What follows belongs to an exercise in optimizing a design on an open flow for small area and a short achievable clock period; a production flow would make more cautious choices.
Where RTL was checked, it was by simulation tests only, not by an equivalence proof against the original.
Power and IR drop assume default switching activity.

==> flow/design.v <==
module ddr5_dimm_responder (
  input  logic        clk,
  input  logic        rst,
  input  logic        cmd_valid,
  input  logic [2:0]  cmd_type,
  input  logic        cmd_channel,
  input  logic [2:0]  cmd_bg,
  input  logic [1:0]  cmd_bank,
  input  logic [15:0] cmd_row,
  input  logic [5:0]  cmd_col,
  output logic        rd_valid,
  output logic [26:0] rd_tag,
  output logic        wr_ack,
  output logic [26:0] wr_tag,
  output logic        err_valid,
  output logic [2:0]  err_code,
  output logic [5:0]  open_banks
);
  localparam logic [6:0]   T_ACT_LD = 7'b0110000;   
  localparam logic [6:0]   T_PRE_LD = 7'b1000010;   
  localparam logic [127:0] OPEN_SET = 128'h00040560043368510238258d164a1301;
  logic [2:0]  eff;
  assign eff = (cmd_valid && !cmd_channel) ? cmd_type : 3'd0;
  logic [2:0]  p_type;
  logic [4:0]  p_idx;
  logic [15:0] p_row;
  logic [5:0]  p_col;
  always_ff @(posedge clk) begin
    p_type <= eff;
    p_idx  <= {cmd_bg, cmd_bank};
    p_row  <= cmd_row;
    p_col  <= cmd_col;
  end
  logic dec_q;   
  always_ff @(posedge clk or posedge rst) begin
    if (rst) dec_q <= 1'b0;
    else     dec_q <= !dec_q && (eff == 3'd1 || eff == 3'd3 || eff == 3'd5);
  end
  logic [4:0] idx_in;
  assign idx_in = {cmd_bg, cmd_bank};
  logic [6:0]  tmr  [32];
  logic [31:0] live;
  logic [15:0] rows [32];
  logic        pok_q, pre_cand_q, c_q, o_q;
  logic        err_valid_q;
  logic        f_act, f_pre, f_rw;
  assign f_act = pok_q && (p_type == 3'd2) && c_q;
  assign f_rw  = pok_q && (p_type == 3'd4 || p_type == 3'd6) && o_q;
  assign f_pre = pre_cand_q && !err_valid_q && live[p_idx];
  function automatic logic [6:0] tmr_step(input logic [6:0] q);
    tmr_step = {q[5:0], (q[6] == q[5]) && (q != 7'd0)};
  endfunction
  logic [31:0] pre_err_v;
  always_comb begin
    for (int i = 0; i < 32; i++)
      pre_err_v[i] = (live[i] && (tmr[i] != 7'd0)) || (f_act && p_idx == 5'(i));
  end
  logic [6:0] s_p;
  logic       closed_p, live_p, open_p;
  assign s_p      = tmr[p_idx];
  assign live_p   = live[p_idx];
  assign closed_p = !live_p && (s_p == 7'd0);
  assign open_p   = live_p && OPEN_SET[s_p];
  logic p_is_act;
  assign p_is_act = (p_type == 3'd1);
  logic       mismatch, pair_err;
  logic [2:0] pair_code;
  assign mismatch  = (eff != p_type + 3'd1) || (idx_in != p_idx) ||
                     (p_is_act ? (cmd_row != p_row) : (cmd_col != p_col));
  assign pair_err  = p_is_act ? !closed_p : !open_p;
  assign pair_code = p_is_act ? (live_p ? 3'd1 : 3'd5) : 3'd2;
  logic is_half2, is_pre;
  assign is_half2 = (eff == 3'd2) || (eff == 3'd4) || (eff == 3'd6);
  assign is_pre   = (eff == 3'd7);
  logic       err_v_d;
  logic [2:0] err_c_d;
  assign err_v_d = dec_q ? (mismatch || pair_err) : (is_half2 || (is_pre && pre_err_v[idx_in]));
  assign err_c_d = dec_q ? (mismatch ? 3'd4 : pair_code) : (is_half2 ? 3'd4 : 3'd3);
  logic [2:0] err_code_q;
  logic [5:0] open_q;
  always_ff @(posedge clk or posedge rst) begin
    if (rst) begin
      err_valid_q <= 1'b0;
      err_code_q  <= 3'd0;
      pok_q       <= 1'b0;
      pre_cand_q  <= 1'b0;
      open_q      <= 6'd0;
    end else begin
      err_valid_q <= err_v_d;
      err_code_q  <= err_c_d;
      pok_q       <= dec_q && !mismatch;
      pre_cand_q  <= !dec_q && is_pre;
      open_q      <= open_q + {5'd0, f_act} - {5'd0, f_pre};
    end
  end
  always_ff @(posedge clk) begin
    c_q <= closed_p;
    o_q <= open_p;
  end
  always_ff @(posedge clk or posedge rst) begin
    if (rst) begin
      live <= '0;
      for (int i = 0; i < 32; i++) tmr[i] <= 7'd0;
    end else begin
      for (int i = 0; i < 32; i++) begin
        if (f_act && p_idx == 5'(i)) begin
          tmr[i]  <= T_ACT_LD;
          live[i] <= 1'b1;
        end else if (f_pre && p_idx == 5'(i)) begin
          tmr[i]  <= T_PRE_LD;
          live[i] <= 1'b0;
        end else begin
          tmr[i]  <= tmr_step(tmr[i]);
        end
      end
    end
  end
  always_ff @(posedge clk) begin
    for (int i = 0; i < 32; i++)
      if (dec_q && p_is_act && closed_p && p_idx == 5'(i)) rows[i] <= p_row;
  end
  localparam int HL = 19;
  logic          ph;
  logic          s_v, s_r;
  logic [10:0]   s_d;
  logic [HL:1]   h_v, h_r, h_late;
  logic [10:0]   h_d [1:HL];
  logic          f_rd;
  assign f_rd = (p_type == 3'd4);
  always_ff @(posedge clk or posedge rst) begin
    if (rst) begin
      ph  <= 1'b0;
      s_v <= 1'b0;
      h_v <= '0;
    end else begin
      ph  <= !ph;
      s_v <= f_rw;
      if (ph) h_v <= {h_v[HL-1:1], f_rw || s_v};
    end
  end
  always_ff @(posedge clk) begin
    s_r <= f_rd;
    s_d <= {p_idx, p_col};
    if (ph) begin
      h_r[1]    <= s_v ? s_r : f_rd;
      h_late[1] <= !s_v;
      h_d[1]    <= s_v ? s_d : {p_idx, p_col};
      h_r[HL:2]    <= h_r[HL-1:1];
      h_late[HL:2] <= h_late[HL-1:1];
      for (int k = 2; k <= HL; k++) h_d[k] <= h_d[k-1];
    end
  end
  logic        rd_late, wr_look, rd_look;
  logic [10:0] sel_d;
  logic [15:0] row_m;
  assign rd_late = !ph && h_v[HL] && h_r[HL] && h_late[HL];
  assign wr_look = h_v[HL-1] && !h_r[HL-1] && (ph == h_late[HL-1]);
  assign rd_look = rd_late || (ph && h_v[HL-1] && h_r[HL-1] && !h_late[HL-1]);
  assign sel_d   = rd_late ? h_d[HL] : h_d[HL-1];
  assign row_m   = rows[sel_d[10:6]];
  logic        rd_look_q, rd_valid_q, wr_ack_q;
  logic [26:0] rd_tag_q, wr_tag_q;
  always_ff @(posedge clk or posedge rst) begin
    if (rst) begin
      rd_look_q  <= 1'b0;
      rd_valid_q <= 1'b0;
      wr_ack_q   <= 1'b0;
      rd_tag_q   <= '0;
      wr_tag_q   <= '0;
    end else begin
      rd_look_q  <= rd_look;
      rd_valid_q <= rd_look_q;
      wr_ack_q   <= wr_look;
      if (rd_look) rd_tag_q <= {sel_d[10:6], row_m, sel_d[5:0]};
      wr_tag_q   <= {sel_d[10:6], row_m, sel_d[5:0]};
    end
  end
  assign rd_valid   = rd_valid_q;
  assign rd_tag     = rd_tag_q;
  assign wr_ack     = wr_ack_q;
  assign wr_tag     = wr_tag_q;
  assign err_valid  = err_valid_q;
  assign err_code   = err_code_q;
  assign open_banks = open_q;
endmodule
export LEC_CHECK = 0
export CAP_MARGIN = 20
export CORE_MARGIN = 2
export CORE_UTILIZATION = 40
export SLEW_MARGIN = 20
create_clock -name core_clock -period 20.0 [get_ports {clk}]
standard.sh (not shown) runs the stock make flow with config.mk's settings and CLKGATE_MAP_FILE= SYNTH_SCRIPT=/design/flow/synth_recipe.tcl, a recipe that flattens the netlist after the stock synthesis.
==> flow/flow/run.sh <==
#!/bin/bash
# Standard ORFS layout (the standard.sh) with extra optimisation effort: repair_timing is
# asked to leave extra setup margin, cells may be resized across footprints, and the clock
# tree uses larger sink clusters without dummy loads. The timing constraints
# (constraint.sdc) are unchanged; every port still gets a buffer.
set -euo pipefail
source flow/knobs.sh
bash standard.sh SETUP_SLACK_MARGIN=$MARGIN MATCH_CELL_FOOTPRINT=0 "CTS_ARGS=$CTS" "BUFFER_PORTS_ARGS=$PORTBUF" $EXTRA finish > standard_make.log 2>&1
==> flow/flow/knobs.sh <==
MARGIN=14.7
CTS="-sink_clustering_enable -repair_clock_nets -dont_use_dummy_load -sink_clustering_size 30 -sink_clustering_max_diameter 80"
PORTBUF="-buffer_cell sky130_fd_sc_hd__buf_2"
EXTRA=""
The baseline completed with no timing, DRC or antenna violations.
Next try:
--- a/flow/design.v
+++ b/flow/design.v
@@ -115,11 +115,11 @@
       end
     end
   end
   always_ff @(posedge clk) begin
     for (int i = 0; i < 32; i++)
-      if (dec_q && p_is_act && closed_p && p_idx == 5'(i)) rows[i] <= p_row;
+      if (f_act && p_idx == 5'(i)) rows[i] <= p_row;
   end
   localparam int HL = 19;
   logic          ph;
   logic          s_v, s_r;
   logic [10:0]   s_d;
Result: First-iteration DRC count rose by about 6%; sequential cell count does not change; clock power barely changes; hold slack is worse by 0.026 ns; clock skew is lower by 0.039 ns; critical path depth falls by 1; non-clock buffer count went down by 19; register-to-register slack gains 0.21 ns; die area fell by 0.85%.
No functional check of the RTL was part of the first run of this note.

[re-timing with driven ports]
The flow's constraints put no driver on any port. The routed layouts listed below were extracted and timed again, unchanged, in two steps. Step 1 assumes that a clkbuf_16 drives the clock port and a buf_2 every other input. Step 2, shift: input delay + t, output delay - t, t = (earliest + latest rising clock arrival at the registers) / 2. This alone moves slack from input paths to output paths. Three values: no drivers, after step 1, after step 2; two values: the first two.
| run | shift t [ns] | setup WS [ns] | worst setup path at the end | latest minus earliest clock arrival (ns) | cell pins on the clock port's net |
|---|---|---|---|---|---|
| the first run | 0.713 | 14.648 / 14.679 / 13.966 | input to register | 0.131 / 0.130 | 1 |
| the second run | 0.711 | 14.380 / 14.381 / 13.670 | input to register | 0.091 / 0.092 | 1 |
After both steps setup and hold are still met in every run listed. The setup slack of the second run, which loses most, moves by +0.001 ns with the drivers and by -0.710 ns with both steps.
